From an optimization exercise on the open Yosys and OpenROAD flow, aimed at small area and a short achievable clock period; shortcuts taken in it are not production practice.
Function was checked by simulation only, so behaviour that the tests miss may differ from the original.
Power and IR drop assume default switching activity.

==> v27: inputs <==
Design axis_frame_capture, start of the top module:
module axis_frame_capture #(
  parameter int unsigned DATA_W = 32,
  parameter int unsigned DEPTH  = 64,
  parameter int unsigned ADDR_W = $clog2(DEPTH)
) (
  input  logic                       s_aclk,
  input  logic                       src_rst,
  input  logic [DATA_W-1:0]          s_axis_tdata,
  input  logic                       s_axis_tvalid,
  output logic                       s_axis_tready,
  input  logic                       s_axis_tlast,
  input  logic                       arm,
  output logic                       busy,
  output logic                       frame_done,
  output logic [ADDR_W:0]            frame_len,
  output logic                       overflow,
  output logic [DATA_W-1:0]          peak_abs,
  output logic [DATA_W+ADDR_W:0]     sum,
  input  logic [ADDR_W-1:0]          rd_addr,
  output logic [DATA_W-1:0]          rd_data
);
clock: 5.0 ns
lec_check: 0
cap_margin: 20
core_margin: 2
core_utilization: 65
cts_buf_list: sky130_fd_sc_hd__clkbuf_16
cts_cluster_diameter: 100
cts_cluster_size: 24
place_density: 0.75
setup_slack_margin: 2.6
slew_margin: 60
synth_hierarchical: 1
synth_minimum_keep_size: 0
standard.sh (not shown) runs the stock make flow with config.mk's settings and CLKGATE_MAP_FILE= SYNTH_SCRIPT=/design/flow/synth_recipe.tcl, a recipe that flattens the netlist after the stock synthesis.
==> flow/flow/run.sh <==
#!/bin/bash
# Standard layout in two parts: ports get a plain buffer instead of the slow default port
# buffer; the repair after global routing aims at a smaller setup margin than the earlier
# steps, so it only fixes what routing made worse.
set -euo pipefail
export BUFFER_PORTS_ARGS="-buffer_cell sky130_fd_sc_hd__buf_2"
bash standard.sh cts > standard_cts.log 2>&1
bash standard.sh SETUP_SLACK_MARGIN=2.5 finish > standard_finish.log 2>&1
==> v24 (differences from v27) <==
--- a/flow/design.v
+++ b/flow/design.v
@@ -57,47 +57,49 @@
     for (genvar b = 0; b < 8; b++) begin : g_bit
       axis_capture_mux2 u_mux (
         .s(sel), .a0(pk_keep[8*q+b]), .a1(pk_new[8*q+b]), .y(peak_d[8*q+b])
       );
     end
   end
   axis_capture_abs #(.W(DATA_W)) u_abs (.x(s_axis_tdata), .y(sample_abs));
-  logic lo_carry;
-  assign lo_sum[DATA_W-1:0] = sum_q[DATA_W-1:0] + s_axis_tdata;
-  axis_capture_cmp #(.W(DATA_W)) u_carry (
-    .a(sum_q[DATA_W-1:0]), .b(~s_axis_tdata), .gt(lo_carry), .ge()
+  axis_capture_add32 u_add (
+    .a(sum_q[DATA_W-1:0]), .b(s_axis_tdata), .s(lo_sum[DATA_W-1:0]), .cout(lo_sum[DATA_W])
   );
-  assign lo_sum[DATA_W] = lo_carry;
   assign hi_q   = sum_q[SumW-1:DATA_W];
   axis_capture_incdec #(.W(ADDR_W+1)) u_incdec (.x(hi_q), .inc(hi_inc), .dec(hi_dec));
   logic [ADDR_W:0] hi_c1, hi_c0;
   assign hi_c1 = sgn ? hi_q : hi_inc;
   assign hi_c0 = sgn ? hi_dec : hi_q;
   logic [ADDR_W:0] hi_k1, hi_k0;
   assign hi_k1 = clr ? '0 : store ? hi_c1 : hi_q;
   assign hi_k0 = clr ? '0 : store ? hi_c0 : hi_q;
   for (genvar b = 0; b <= ADDR_W; b++) begin : g_hi
     axis_capture_mux2 u_mux (.s(lo_sum[DATA_W]), .a0(hi_k0[b]), .a1(hi_k1[b]), .y(hi_d[b]));
   end
+  logic [DATA_W-1:0] lo_keep, lo_d;
+  logic              lo_take;
+  assign lo_keep = clr ? '0 : sum_q[DATA_W-1:0];
+  assign lo_take = store && !clr;
+  for (genvar b = 0; b < DATA_W; b++) begin : g_lo
+    axis_capture_mux2 u_mux (.s(lo_take), .a0(lo_keep[b]), .a1(lo_sum[b]), .y(lo_d[b]));
+  end
   always_ff @(posedge s_aclk) begin
-    peak_abs_q         <= peak_d;
-    sum_q[SumW-1:DATA_W] <= hi_d;
+    peak_abs_q <= peak_d;
+    sum_q      <= {hi_d, lo_d};
   end
   always_ff @(posedge s_aclk) begin
     if (clr) begin
       frame_len_q <= '0;
       wr_hi_q     <= 8'd1;
       wr_lo_q     <= 8'd1;
       overflow_q  <= 1'b0;
-      sum_q[DATA_W-1:0] <= '0;
     end else if (store) begin
       frame_len_q <= frame_len_q + (ADDR_W+1)'(1);
       wr_lo_q     <= {wr_lo_q[6:0], wr_lo_q[7]};
       if (wr_lo_q[7]) wr_hi_q <= {wr_hi_q[6:0], wr_hi_q[7]};
-      sum_q[DATA_W-1:0] <= lo_sum[DATA_W-1:0];
     end else if (beat) begin
       overflow_q <= 1'b1;
     end
   end
   always_ff @(posedge s_aclk) begin
     if (src_rst) begin
       busy_q <= 1'b0;
@@ -255,7 +257,72 @@
 endmodule
 module axis_capture_nor3 (input logic a, b, c, output logic y);
   assign y = ~(a | b | c);
 endmodule
 module axis_capture_nand2 (input logic a, b, output logic y);
   assign y = ~(a & b);
 endmodule
+module axis_capture_add32 (
+  input  logic [31:0] a,
+  input  logic [31:0] b,
+  output logic [31:0] s,
+  output logic        cout
+);
+  localparam int L = 5;
+  logic [31:0] g [L+1];
+  logic [31:0] t [L+1];
+  logic [31:0] p;
+  assign g[0] = a & b;
+  assign t[0] = a | b;
+  assign p    = a ^ b;
+  for (genvar k = 1; k <= L; k++) begin : g_lvl
+    for (genvar i = 0; i < 32; i++) begin : g_bit
+      if (i >= (1 << (k - 1))) begin : g_merge
+        localparam int J = i - (1 << (k - 1));
+        localparam bit OWN_INV = ((k - 1) % 2) == 1;
+        localparam bit J_INV = ((($clog2(J + 1) < k - 1) ? $clog2(J + 1) : k - 1) % 2) == 1;
+        logic gj, tj;
+        if (J_INV != OWN_INV) begin : g_fix
+          axis_capture_inv u_ig (.a(g[k-1][J]), .y(gj));
+          if (k < L) begin : g_it
+            axis_capture_inv u_it (.a(t[k-1][J]), .y(tj));
+          end else begin : g_nit
+            assign tj = 1'b0;
+          end
+        end else begin : g_same
+          assign gj = g[k-1][J];
+          assign tj = (k < L) ? t[k-1][J] : 1'b0;
+        end
+        if (!OWN_INV) begin : g_pos
+          axis_capture_aoi21 u_g (.a(t[k-1][i]), .b(gj), .c(g[k-1][i]), .y(g[k][i]));
+          if (k < L) begin : g_t
+            axis_capture_nand2 u_t (.a(t[k-1][i]), .b(tj), .y(t[k][i]));
+          end else begin : g_nt
+            assign t[k][i] = 1'b0;
+          end
+        end else begin : g_neg
+          axis_capture_oai21 u_g (.a(t[k-1][i]), .b(gj), .c(g[k-1][i]), .y(g[k][i]));
+          if (k < L) begin : g_t
+            axis_capture_nor2 u_t (.a(t[k-1][i]), .b(tj), .y(t[k][i]));
+          end else begin : g_nt
+            assign t[k][i] = 1'b0;
+          end
+        end
+      end else begin : g_pass
+        assign g[k][i] = g[k-1][i];
+        assign t[k][i] = t[k-1][i];
+      end
+    end
+  end
+  assign s[0] = p[0];
+  for (genvar i = 1; i < 32; i++) begin : g_sum
+    if (((($clog2(i) < L) ? $clog2(i) : L) % 2) == 1) begin : g_inv
+      assign s[i] = ~(p[i] ^ g[L][i-1]);
+    end else begin : g_pos
+      assign s[i] = p[i] ^ g[L][i-1];
+    end
+  end
+  assign cout = ((($clog2(32) < L) ? $clog2(32) : L) % 2) == 1 ? ~g[L][31] : g[L][31];
+endmodule
+module axis_capture_inv (input logic a, output logic y);
+  assign y = ~a;
+endmodule
==> qor summary <==
item	v24	v27
Min-delay worst type	reg -> reg	in -> reg
Wire length on met2	106000 µm	105000 µm
Endpoint of the worst hold-timing path	overflow_q	busy_q
Placeable core region	128000 µm²	127000 µm²
Result of the run	no timing/DRC/antenna violations	no timing/DRC/antenna violations
Min-delay src	overflow_q	s_axis_tlast
Time the worst path needs with I/O delays and setup	2510 ps	2560 ps
CTS-repair resized insts	261	301
Area of all placed cells without fillers	92800 µm²	93600 µm²
Capturing instance or port of the critical path	rd_data_q[4]	sum_q[24]
Post-detailed-route wirelength per cell	31.1 µm	32.1 µm
Met2 track utilization from global routing	0.523	0.524
CP max FO	8	3
# clk buffers	103	104
Cell type of the slowest stage on the worst timing path	nand4_1	o31a_1
Critical Path Max Stage Delay	550 ps	400 ps
P_comb	1.62 mW	1.75 mW
Count of antenna diodes in the layout	6	3
Global Route met1 Usage	0.507	0.541
Height of the chip	362 µm	361 µm

[static timing again, ports no longer ideal]
Ports are ideal in the flow. The routed layouts listed here were re-timed in OpenROAD. Step 1, drivers: a clkbuf_16 drives s_aclk and a buf_2 each remaining input, both assumed. Step 2 also shifts input and output timing later by t, the mid clock arrival at the registers, as if the neighbouring blocks saw the same clock. Three values: ideal, step 1, step 2; two values: the first two.
| run | shift t [ns] | slack for setup (ns) | worst register clock-pin slew, ns |
|---|---|---|---|
| v27 | 0.837 | 2.438 / 2.251 / 1.414 | 0.10 / 0.10 |
| v24 | 0.840 | 2.486 / 2.470 / 1.630 | 0.10 / 0.10 |
After both steps setup and hold are still met in every run listed. The setup slack of v27, which loses most, moves by -0.187 ns with the drivers and by -1.024 ns with both steps.
